What follows belongs to an exercise in optimizing a design on an open flow for small area; a production flow would make more cautious choices.
Only simulation tests tie the RTL to the original design; equivalence was not proved.
The clock port is modelled as an ideal driver; clocking choices that lean on that would not hold on a real chip.
Power is estimated from default activity; no workload was simulated.

==> inputs of 02-08 <==
==> flow/design.v <==
module i2c_reg_target #(
  parameter logic [6:0] CHIP_ADDR = 7'h39,
  parameter int         REG_DEPTH = 256,
  parameter bit         SCCB_MODE = 1'b0
) (
  input  logic       clk,
  input  logic       reset,
  input  logic       scl,
  input  logic       sda_i,
  output logic       sda_oe,
  output logic       wr_valid,
  output logic [7:0] wr_addr,
  output logic [7:0] wr_data,
  output logic       busy
);
  localparam logic [3:0] S_IDLE     = 4'd0;
  localparam logic [3:0] S_DEV_ADDR = 4'd1;
  localparam logic [3:0] S_DEV_ACK  = 4'd2;
  localparam logic [3:0] S_SUB_ADDR = 4'd3;
  localparam logic [3:0] S_SUB_ACK  = 4'd4;
  localparam logic [3:0] S_WR_DATA  = 4'd5;
  localparam logic [3:0] S_WR_ACK   = 4'd6;
  localparam logic [3:0] S_RD_DATA  = 4'd7;
  localparam logic [3:0] S_RD_ACK   = 4'd8;
  logic       scl_s1, scl_s2, scl_d;
  logic       sda_s1, sda_s2, sda_d;
  logic       scl_rise, scl_fall, start_seen, stop_seen;
  logic [3:0] state;
  logic [3:0] bit_cnt;
  logic [7:0] shreg;
  logic [7:0] byte_in;
  logic [7:0] rd_buf;
  logic [7:0] ptr;
  logic       rw;
  logic       sda_oe_q;
  logic       mem_we;
  logic [4:0] ph;         
  logic       clearing;   
  logic       wsel;       
  logic [7:0] ptr_inc;
  logic [7:0] tgt;        
  logic [7:0] head [16];  
  always_ff @(posedge clk) begin
    if (reset) begin
      scl_s1 <= 1'b1;
      scl_s2 <= 1'b1;
      scl_d  <= 1'b1;
      sda_s1 <= 1'b1;
      sda_s2 <= 1'b1;
      sda_d  <= 1'b1;
    end else begin
      scl_s1 <= scl;
      scl_s2 <= scl_s1;
      scl_d  <= scl_s2;
      sda_s1 <= sda_i;
      sda_s2 <= sda_s1;
      sda_d  <= sda_s2;
    end
  end
  assign scl_rise   =  scl_s2 & ~scl_d;
  assign scl_fall   = ~scl_s2 &  scl_d;
  assign start_seen =  scl_s2 &  scl_d & sda_d & ~sda_s2;
  assign stop_seen  =  scl_s2 &  scl_d & ~sda_d & sda_s2;
  assign byte_in = {shreg[6:0], sda_s2};
  assign mem_we  = scl_rise && (state == S_WR_DATA) && (bit_cnt == 4'd7);
  assign sda_oe = sda_oe_q & ~reset;
  always_ff @(posedge clk) begin
    if (reset) begin
      state    <= S_IDLE;
      bit_cnt  <= 4'd0;
      shreg    <= 8'h00;
      ptr      <= 8'h00;
      rw       <= 1'b0;
      sda_oe_q <= 1'b0;
      busy     <= 1'b0;
      wr_valid <= 1'b0;
      wr_addr  <= 8'h00;
      wr_data  <= 8'h00;
    end else begin
      wr_valid <= 1'b0;
      if (start_seen) begin
        state    <= S_DEV_ADDR;
        bit_cnt  <= 4'd0;
        sda_oe_q <= 1'b0;
        busy     <= 1'b0;
      end else if (stop_seen) begin
        state    <= S_IDLE;
        bit_cnt  <= 4'd0;
        sda_oe_q <= 1'b0;
        busy     <= 1'b0;
      end else begin
        case (state)
          S_DEV_ADDR: begin
            if (scl_rise) begin
              shreg   <= byte_in;
              bit_cnt <= bit_cnt + 4'd1;
              if (bit_cnt == 4'd7) begin
                bit_cnt <= 4'd0;
                if (byte_in[7:1] == CHIP_ADDR) begin
                  rw    <= byte_in[0];
                  state <= S_DEV_ACK;
                end else begin
                  state <= S_IDLE;
                end
              end
            end
          end
          S_DEV_ACK, S_SUB_ACK, S_WR_ACK: begin
            if (scl_rise) begin
              bit_cnt <= 4'd1;
            end else if (scl_fall && bit_cnt == 4'd0) begin
              sda_oe_q <= 1'b1;
              if (state == S_DEV_ACK) busy <= 1'b1;
            end else if (scl_fall) begin
              bit_cnt <= 4'd0;
              if (state == S_DEV_ACK && rw) begin
                sda_oe_q <= ~rd_buf[7];
                shreg    <= {rd_buf[6:0], 1'b0};
                state    <= S_RD_DATA;
              end else if (state == S_DEV_ACK) begin
                sda_oe_q <= 1'b0;
                state    <= S_SUB_ADDR;
              end else begin
                sda_oe_q <= 1'b0;
                state    <= S_WR_DATA;
                if (state == S_WR_ACK) ptr <= ptr_inc;
              end
            end
          end
          S_SUB_ADDR: begin
            if (scl_rise) begin
              shreg   <= byte_in;
              bit_cnt <= bit_cnt + 4'd1;
              if (bit_cnt == 4'd7) begin
                bit_cnt <= 4'd0;
                ptr     <= byte_in;
                state   <= S_SUB_ACK;
              end
            end
          end
          S_WR_DATA: begin
            if (scl_rise) begin
              shreg   <= byte_in;
              bit_cnt <= bit_cnt + 4'd1;
              if (bit_cnt == 4'd7) begin
                bit_cnt  <= 4'd0;
                wr_valid <= 1'b1;
                wr_addr  <= ptr;
                wr_data  <= byte_in;
                state    <= S_WR_ACK;
              end
            end
          end
          S_RD_DATA: begin
            if (scl_rise) begin
              bit_cnt <= bit_cnt + 4'd1;
            end else if (scl_fall) begin
              if (bit_cnt == 4'd8) begin
                sda_oe_q <= 1'b0;
                bit_cnt  <= 4'd0;
                state    <= S_RD_ACK;
              end else begin
                sda_oe_q <= ~shreg[7];
                shreg    <= {shreg[6:0], 1'b0};
              end
            end
          end
          S_RD_ACK: begin
            if (scl_rise) begin
              if (SCCB_MODE || sda_s2) begin
                state <= S_IDLE;
              end else begin
                ptr     <= ptr + 8'd1;
                bit_cnt <= 4'd1;
              end
            end else if (scl_fall && bit_cnt == 4'd1) begin
              bit_cnt  <= 4'd0;
              sda_oe_q <= ~rd_buf[7];
              shreg    <= {rd_buf[6:0], 1'b0};
              state    <= S_RD_DATA;
            end
          end
          default: ;
        endcase
      end
    end
  end
  always_ff @(posedge clk) begin
    if (reset) begin
      ph       <= 5'd0;
      clearing <= 1'b1;
    end else begin
      ph <= ph + 5'd1;
      if (ph[3:0] == 4'd15) clearing <= 1'b0;
    end
  end
  assign wsel = (wr_addr[3:0] == ph[3:0]);
  assign ptr_inc = ptr + 8'd1;
  assign tgt = ((state == S_RD_DATA) || (state == S_RD_ACK && bit_cnt == 4'd0)) ?
               ptr_inc : ptr;
  logic [7:0]  wdat;
  logic [15:0] sel;
  assign wdat = (wr_data & {8{~clearing}}) ^ {8{~ph[4]}};
  for (genvar r = 0; r < 16; r++) begin : g_ring
    logic [127:0] ring;
    assign sel[r]  = clearing || (wsel && wr_addr[7:4] == r);
    assign head[r] = ~((ring[127:120] | {8{sel[r]}}) & (wdat | {8{~sel[r]}}));
    always_ff @(posedge clk) ring <= {ring[119:0], head[r]};
  end
  always_ff @(posedge clk) begin
    if (ph[3:0] == tgt[3:0]) rd_buf <= head[tgt[7:4]] ^ {8{ph[4]}};
  end
endmodule
==> flow/flow/run.sh <==
#!/bin/bash
set -euo pipefail
cd "$(dirname "$0")/.."
WD=$PWD
rm -rf "$WD/orfs_scripts"
cp -r "$FLOW_HOME/scripts" "$WD/orfs_scripts"
cp "$WD/flow/abc_area_map.script" "$WD/orfs_scripts/abc_speed.script"
# The port buffers the standard flow inserts are plain buf_1 cells.
export BUFFER_PORTS_ARGS="-buffer_cell sky130_fd_sc_hd__buf_1"
STD=(bash standard.sh SCRIPTS_DIR="$WD/orfs_scripts")
RES="$WD/orfs/results/sky130hd/i2c_reg_target/base"

"${STD[@]}" place > standard_place.log 2>&1

B8=sky130_fd_sc_hd__clkbuf_8
B16=sky130_fd_sc_hd__clkbuf_16
BASE="-sink_clustering_enable -repair_clock_nets -dont_use_dummy_load -root_buf $B16"
CANDS=(
  "$BASE -buf_list $B8 -sink_clustering_size 16 -sink_clustering_max_diameter 50"
  "$BASE -buf_list $B8 -sink_clustering_size 16 -sink_clustering_max_diameter 45"
  "$BASE -buf_list $B8 -sink_clustering_size 16 -sink_clustering_max_diameter 40"
  "$BASE -buf_list $B8 -sink_clustering_size 16 -sink_clustering_max_diameter 35"
  "$BASE -buf_list $B16 -sink_clustering_buffer $B8 -sink_clustering_size 16 -sink_clustering_max_diameter 35 -distance_between_buffers 60"
  "$BASE -buf_list $B8 -sink_clustering_size 14 -sink_clustering_max_diameter 50"
  "$BASE -buf_list $B8 -sink_clustering_size 14 -sink_clustering_max_diameter 30"
  "$BASE -buf_list {$B8 $B16} -sink_clustering_size 20 -sink_clustering_max_diameter 40"
)
mkdir -p cts_try
for i in "${!CANDS[@]}"; do
  CTS_TRY_DIR="$RES" CTS_TRY_ARGS="${CANDS[$i]}" \
    openroad -no_init -exit flow/cts_est.tcl > "cts_try/try_$i.log" 2>&1 &
  if (( (i + 1) % 4 == 0 )); then wait; fi
done
wait
# Order the candidates: those whose estimated slew is within the margin by
# area, then the rest by slew. Each is tried in turn until the final layout's
# clock-pin slew is under the limit with a little margin.
: > cts_try/table
for i in "${!CANDS[@]}"; do
  r=$(sed -n 's/^RESULT //p' "cts_try/try_$i.log" | tail -1)
  [[ -z "$r" ]] && continue
  a=${r% *}; s=${r#* }
  echo "candidate $i: area +$a um2, est clock-pin slew $s ns: ${CANDS[$i]}" >> cts_try/summary.log
  if awk -v s="$s" 'BEGIN{exit !(s <= 0.118)}'; then k=0; else k=1; fi
  if [[ $k == 0 ]]; then echo "$k $a $s $i"; else echo "$k $s $a $i"; fi >> cts_try/table
done
ORDER=$(sort -k1,1n -k2,2g cts_try/table | awk '{print $4}')

n=0; ok=0
for i in $ORDER; do
  n=$((n + 1))
  if (( n > 3 )); then break; fi
  if (( n > 1 )); then
    mkdir -p "attempt$((n - 1))_logs" && cp -r "$WD/orfs/logs" "attempt$((n - 1))_logs/"
    "${STD[@]}" clean_finish clean_route clean_cts > "standard_clean$n.log" 2>&1
  fi
  echo "attempt $n: candidate $i" >> cts_try/summary.log
  export CTS_ARGS="${CANDS[$i]}"
  "${STD[@]}" finish > "standard_finish$n.log" 2>&1
  m=$(FINAL_DIR="$RES" openroad -no_init -exit flow/clk_slew.tcl 2>&1 | tee "clk_slew$n.log" | sed -n 's/^MAXSLEW //p' | tail -1 || true)
  echo "attempt $n: final clock-pin slew ${m:-?} ns" >> cts_try/summary.log
  if awk -v s="${m:-1}" 'BEGIN{exit !(s <= 0.126)}'; then ok=1; break; fi
done
if (( ok == 0 )); then
  echo "falling back to ORFS's default CTS" >> cts_try/summary.log
  mkdir -p attempt_last_logs && cp -r "$WD/orfs/logs" attempt_last_logs/
  unset CTS_ARGS
  "${STD[@]}" clean_finish clean_route clean_cts > standard_clean_last.log 2>&1
  "${STD[@]}" finish > standard_finish_last.log 2>&1
fi
==> flow/flow/abc_area_map.script <==
strash
dc2
dch
amap
topo
==> flow/flow/clk_slew.tcl <==
# Largest flip-flop clock-pin slew of the final layout, from its extracted
# parasitics.
set plat $::env(FLOW_HOME)/platforms/sky130hd
read_liberty $plat/lib/sky130_fd_sc_hd__tt_025C_1v80.lib
read_db $::env(FINAL_DIR)/6_final.odb
read_sdc $::env(FINAL_DIR)/6_final.sdc
read_spef $::env(FINAL_DIR)/6_final.spef
set mx 0
foreach pin [get_pins -hierarchical */CLK] {
  foreach rf {rise fall} {
    set s [get_property $pin slew_max_$rf]
    if {$s > $mx} { set mx $s }
  }
}
puts "MAXSLEW $mx"
==> flow/flow/cts_est.tcl <==
# Trial CTS on the placed design: builds the clock tree with $CTS_TRY_ARGS,
# legalizes, global-routes and prints the cell area added and the largest
# flip-flop clock-pin slew estimated from the global routes.
set plat $::env(FLOW_HOME)/platforms/sky130hd
read_liberty $plat/lib/sky130_fd_sc_hd__tt_025C_1v80.lib
read_db $::env(CTS_TRY_DIR)/3_place.odb
read_sdc $::env(CTS_TRY_DIR)/3_place.sdc
source $plat/setRC.tcl
set a0 [rsz::design_area]
eval clock_tree_synthesis $::env(CTS_TRY_ARGS)
detailed_placement
set_global_routing_layer_adjustment met1-met5 0.2
set_routing_layers -clock met3-met5
set_routing_layers -signal met1-met5
global_route -congestion_iterations 30 -allow_congestion
estimate_parasitics -global_routing
set mx 0
foreach pin [get_pins -hierarchical */CLK] {
  foreach rf {rise fall} {
    set s [get_property $pin slew_max_$rf]
    if {$s > $mx} { set mx $s }
  }
}
puts "RESULT [expr {([rsz::design_area] - $a0) * 1e12}] $mx"
==> flow/standard.sh <==
#!/bin/bash
# synth_recipe.tcl (not shown) runs the flow's synth.tcl, then flattens the netlist and writes it again
# the make line also repeats each setting of config.mk as NAME=value (left out here)
make -C /OpenROAD-flow-scripts/flow DESIGN_CONFIG=/design/flow/config.mk WORK_HOME=/design/flow/orfs CLKGATE_MAP_FILE= SYNTH_SCRIPT=/design/flow/synth_recipe.tcl "${@:-finish}"
==> flow/config.mk <==
export PLATFORM = sky130hd
export DESIGN_NAME = i2c_reg_target
export DESIGN_NICKNAME = i2c_reg_target
export VERILOG_FILES = /design/flow/design.v
export SDC_FILE = /design/flow/constraint.sdc
export NUM_CORES = 4
export LEC_CHECK = 0
export CAP_MARGIN = 20
export CORE_MARGIN = 2
export CORE_UTILIZATION = 76
export SLEW_MARGIN = 20
==> flow/constraint.sdc <==
create_clock -name core_clock -period 10.0 [get_ports {clk}]
set_input_delay 2.0000 -clock core_clock [delete_from_list [all_inputs] [get_ports {clk}]]
set_output_delay 2.0000 -clock core_clock [all_outputs]
set_load 0.01 [all_outputs]
==> 11-17: changes against 02-08 <==
==> flow/flow/run.sh (replaced) <==
#!/bin/bash
set -euo pipefail
cd "$(dirname "$0")/.."
WD=$PWD
rm -rf "$WD/orfs_scripts"
cp -r "$FLOW_HOME/scripts" "$WD/orfs_scripts"
cp "$WD/flow/abc_area_map.script" "$WD/orfs_scripts/abc_speed.script"
# The port buffers the standard flow inserts are plain buf_1 cells.
export BUFFER_PORTS_ARGS="-buffer_cell sky130_fd_sc_hd__buf_1"
STD=(bash standard.sh SCRIPTS_DIR="$WD/orfs_scripts")
RES="$WD/orfs/results/sky130hd/i2c_reg_target/base"

"${STD[@]}" place > standard_place.log 2>&1

B8=sky130_fd_sc_hd__clkbuf_8
B16=sky130_fd_sc_hd__clkbuf_16
BASE="-sink_clustering_enable -repair_clock_nets -dont_use_dummy_load -root_buf $B16"
CANDS=(
  "$BASE -buf_list $B8 -sink_clustering_size 24 -sink_clustering_max_diameter 60"
  "$BASE -buf_list $B8 -sink_clustering_size 20 -sink_clustering_max_diameter 40"
  "$BASE -buf_list $B8 -sink_clustering_size 20 -sink_clustering_max_diameter 40 -distance_between_buffers 60"
  "$BASE -buf_list $B8 -sink_clustering_size 18 -sink_clustering_max_diameter 40 -distance_between_buffers 60"
  "$BASE -buf_list $B8 -sink_clustering_size 16 -sink_clustering_max_diameter 35"
  "$BASE -buf_list $B8 -sink_clustering_size 16 -sink_clustering_max_diameter 35 -distance_between_buffers 60"
  "$BASE -buf_list $B16 -sink_clustering_size 32 -sink_clustering_max_diameter 50"
  "$BASE -buf_list {$B8 $B16} -sink_clustering_size 20 -sink_clustering_max_diameter 40"
)
mkdir -p cts_try
for i in "${!CANDS[@]}"; do
  CTS_TRY_DIR="$RES" CTS_TRY_ARGS="${CANDS[$i]}" \
    openroad -no_init -exit flow/cts_est.tcl > "cts_try/try_$i.log" 2>&1 &
  if (( (i + 1) % 4 == 0 )); then wait; fi
done
wait
BEST=""; BESTA=""
for i in "${!CANDS[@]}"; do
  r=$(sed -n 's/^RESULT //p' "cts_try/try_$i.log" | tail -1)
  [[ -z "$r" ]] && continue
  a=${r% *}; s=${r#* }
  echo "candidate $i: area +$a um2, est clock-pin slew $s ns: ${CANDS[$i]}" >> cts_try/summary.log
  if awk -v s="$s" 'BEGIN{exit !(s <= 0.116)}'; then
    if [[ -z "$BESTA" ]] || awk -v a="$a" -v b="$BESTA" 'BEGIN{exit !(a < b)}'; then
      BEST=$i; BESTA=$a
    fi
  fi
done
if [[ -n "$BEST" ]]; then
  echo "chosen: $BEST" >> cts_try/summary.log
  export CTS_ARGS="${CANDS[$BEST]}"
fi

"${STD[@]}" finish > standard_finish.log 2>&1

m=$(FINAL_DIR="$RES" openroad -no_init -exit flow/clk_slew.tcl 2>&1 | tee clk_slew.log | sed -n 's/^MAXSLEW //p' | tail -1)
if [[ -n "${CTS_ARGS:-}" ]] && ! awk -v s="${m:-1}" 'BEGIN{exit !(s <= 0.126)}'; then
  echo "final clock-pin slew $m too high; redoing CTS with ORFS defaults" >> cts_try/summary.log
  mkdir -p attempt1_logs && cp -r "$WD/orfs/logs" attempt1_logs/
  unset CTS_ARGS
  "${STD[@]}" clean_finish clean_route clean_cts > standard_clean.log 2>&1
  "${STD[@]}" finish > standard_finish2.log 2>&1
fi
==> 05-21: changes against 02-08 <==
--- a/flow/flow/run.sh
+++ b/flow/flow/run.sh
@@ -18,9 +18,10 @@
 CANDS=(
-  "$BASE -buf_list $B8 -sink_clustering_size 16 -sink_clustering_max_diameter 50"
-  "$BASE -buf_list $B8 -sink_clustering_size 16 -sink_clustering_max_diameter 45"
-  "$BASE -buf_list $B8 -sink_clustering_size 16 -sink_clustering_max_diameter 40"
+  "$BASE -buf_list $B8 -sink_clustering_size 24 -sink_clustering_max_diameter 60"
+  "$BASE -buf_list $B8 -sink_clustering_size 20 -sink_clustering_max_diameter 40"
+  "$BASE -buf_list $B8 -sink_clustering_size 20 -sink_clustering_max_diameter 40 -distance_between_buffers 60"
+  "$BASE -buf_list $B8 -sink_clustering_size 18 -sink_clustering_max_diameter 40 -distance_between_buffers 60"
   "$BASE -buf_list $B8 -sink_clustering_size 16 -sink_clustering_max_diameter 35"
   "$BASE -buf_list $B16 -sink_clustering_buffer $B8 -sink_clustering_size 16 -sink_clustering_max_diameter 35 -distance_between_buffers 60"
-  "$BASE -buf_list $B8 -sink_clustering_size 14 -sink_clustering_max_diameter 50"
   "$BASE -buf_list $B8 -sink_clustering_size 14 -sink_clustering_max_diameter 30"
+  "$BASE -buf_list $B16 -sink_clustering_size 32 -sink_clustering_max_diameter 50"
   "$BASE -buf_list {$B8 $B16} -sink_clustering_size 20 -sink_clustering_max_diameter 40"
CORE_UTILIZATION = 79   (was 76)
==> 11-25: changes against 02-08 <==
--- a/flow/flow/run.sh
+++ b/flow/flow/run.sh
@@ -18,9 +18,10 @@
 CANDS=(
-  "$BASE -buf_list $B8 -sink_clustering_size 16 -sink_clustering_max_diameter 50"
-  "$BASE -buf_list $B8 -sink_clustering_size 16 -sink_clustering_max_diameter 45"
-  "$BASE -buf_list $B8 -sink_clustering_size 16 -sink_clustering_max_diameter 40"
+  "$BASE -buf_list $B8 -sink_clustering_size 24 -sink_clustering_max_diameter 60"
+  "$BASE -buf_list $B8 -sink_clustering_size 20 -sink_clustering_max_diameter 40"
+  "$BASE -buf_list $B8 -sink_clustering_size 20 -sink_clustering_max_diameter 40 -distance_between_buffers 60"
+  "$BASE -buf_list $B8 -sink_clustering_size 18 -sink_clustering_max_diameter 40 -distance_between_buffers 60"
   "$BASE -buf_list $B8 -sink_clustering_size 16 -sink_clustering_max_diameter 35"
   "$BASE -buf_list $B16 -sink_clustering_buffer $B8 -sink_clustering_size 16 -sink_clustering_max_diameter 35 -distance_between_buffers 60"
-  "$BASE -buf_list $B8 -sink_clustering_size 14 -sink_clustering_max_diameter 50"
   "$BASE -buf_list $B8 -sink_clustering_size 14 -sink_clustering_max_diameter 30"
+  "$BASE -buf_list $B16 -sink_clustering_size 32 -sink_clustering_max_diameter 50"
   "$BASE -buf_list {$B8 $B16} -sink_clustering_size 20 -sink_clustering_max_diameter 40"
GPL_TIMING_DRIVEN = 0   (was default)
==> qor summary <==
Global-route wire length before repair: 02-08 140400 microns; 05-21 162700 microns; 11-17 137400 microns; 11-25 139400 microns
Power Sequential: 02-08 8510 uW; 05-21 8520 uW; 11-17 8510 uW; 11-25 8500 uW
Final routed wirelength across all metal layers: 02-08 97300 microns; 05-21 113600 microns; 11-17 95320 microns; 11-25 94540 microns
Max Clock Freq: 02-08 178.6 MHz; 05-21 151.8 MHz; 11-17 176.1 MHz; 11-25 150.8 MHz
Length of routed met2 wiring: 02-08 46570 microns; 05-21 51690 microns; 11-17 44860 microns; 11-25 46290 microns
PD cells: 02-08 255.9 nW/um^2; 05-21 261.3 nW/um^2; 11-17 257.7 nW/um^2; 11-25 263.0 nW/um^2
Ratio of cells with drive above 1 in the final layout: 02-08 6.785%; 05-21 7.192%; 11-17 7.386%; 11-25 8.919%
Most used cell, CP: 02-08 sky130_fd_sc_hd__clkinv_1; 05-21 sky130_fd_sc_hd__clkinv_1; 11-17 sky130_fd_sc_hd__o21ai_0; 11-25 sky130_fd_sc_hd__clkinv_1
Met1 routing resource usage after global routing: 02-08 40.01%; 05-21 44.37%; 11-17 38.86%; 11-25 37.27%
Fraction of area in non-clock buffers: 02-08 0.6994%; 05-21 0.6658%; 11-17 0.7057%; 11-25 0.7345%
Gate power share: 02-08 2.9%; 05-21 3.1%; 11-17 2.9%; 11-25 2.9%
Outcome: 02-08 timing/DRC/antenna clean; 05-21 timing/DRC/antenna clean; 11-17 timing/DRC/antenna clean; 11-25 failed layout checks
Violated checks: 02-08 -; 05-21 -; 11-17 -; 11-25 antenna rules
Clock-cell share of area: 02-08 4.259%; 05-21 4.738%; 11-17 4.764%; 11-25 5.555%
Power dissipated in combinational cells: 02-08 369 uW; 05-21 405 uW; 11-17 369 uW; 11-25 389 uW
Max incr delay on CP: 02-08 0.87 ns; 05-21 0.99 ns; 11-17 0.91 ns; 11-25 0.90 ns
Final core area utilization: 02-08 82.27%; 05-21 86.16%; 11-17 82.71%; 11-25 83.72%
Worst setup margin: 02-08 4.400 ns; 05-21 3.414 ns; 11-17 4.320 ns; 11-25 3.370 ns
Die extent in x: 02-08 249.6 microns; 05-21 244.9 microns; 11-17 249.6 microns; 11-25 249.6 microns
Die Footprint: 02-08 62310 sq um; 05-21 59980 sq um; 11-17 62310 sq um; 11-25 62310 sq um
Detailed placement HPWL: 02-08 62640 microns; 05-21 67600 microns; 11-17 62640 microns; 11-25 56300 microns
Worst max-slew margin expressed relative to the limit: 02-08 24.27%; 05-21 20.91%; 11-17 23.72%; 11-25 16.37%
Critical R2R Capture: 02-08 rd_buf[7]; 05-21 rd_buf[0]; 11-17 rd_buf[3]; 11-25 rd_buf[7]
Core region area: 02-08 60020 sq um; 05-21 57590 sq um; 11-17 60020 sq um; 11-25 60020 sq um

-- afterwards: timing with drivers on the ports --
How much do the figures lean on ideal ports? The routed layouts below were timed once more, with nothing changed but the port constraints.
Step 1: set_driving_cell puts a clkbuf_16 on clk and a buf_2 on each other input, an assumption about the parent block.
Step 2 moves the port delays by t, midway between the first and last clock arrival at a register: inputs arrive t later, outputs are due t later. That takes back most of the time a late clock gives input paths.
Three values: no drivers, after step 1, after step 2; two values: the first two.
run	t (ns)	setup slack, ns	worst setup path at the end
02-08	0.738	4.400 / 4.400 / 4.400	register to register
11-17	0.726	4.320 / 4.320 / 4.320	register to register
05-21	0.750	3.414 / 3.414 / 3.414	register to register
11-25	0.742	3.370 / 3.370 / 3.370	register to register
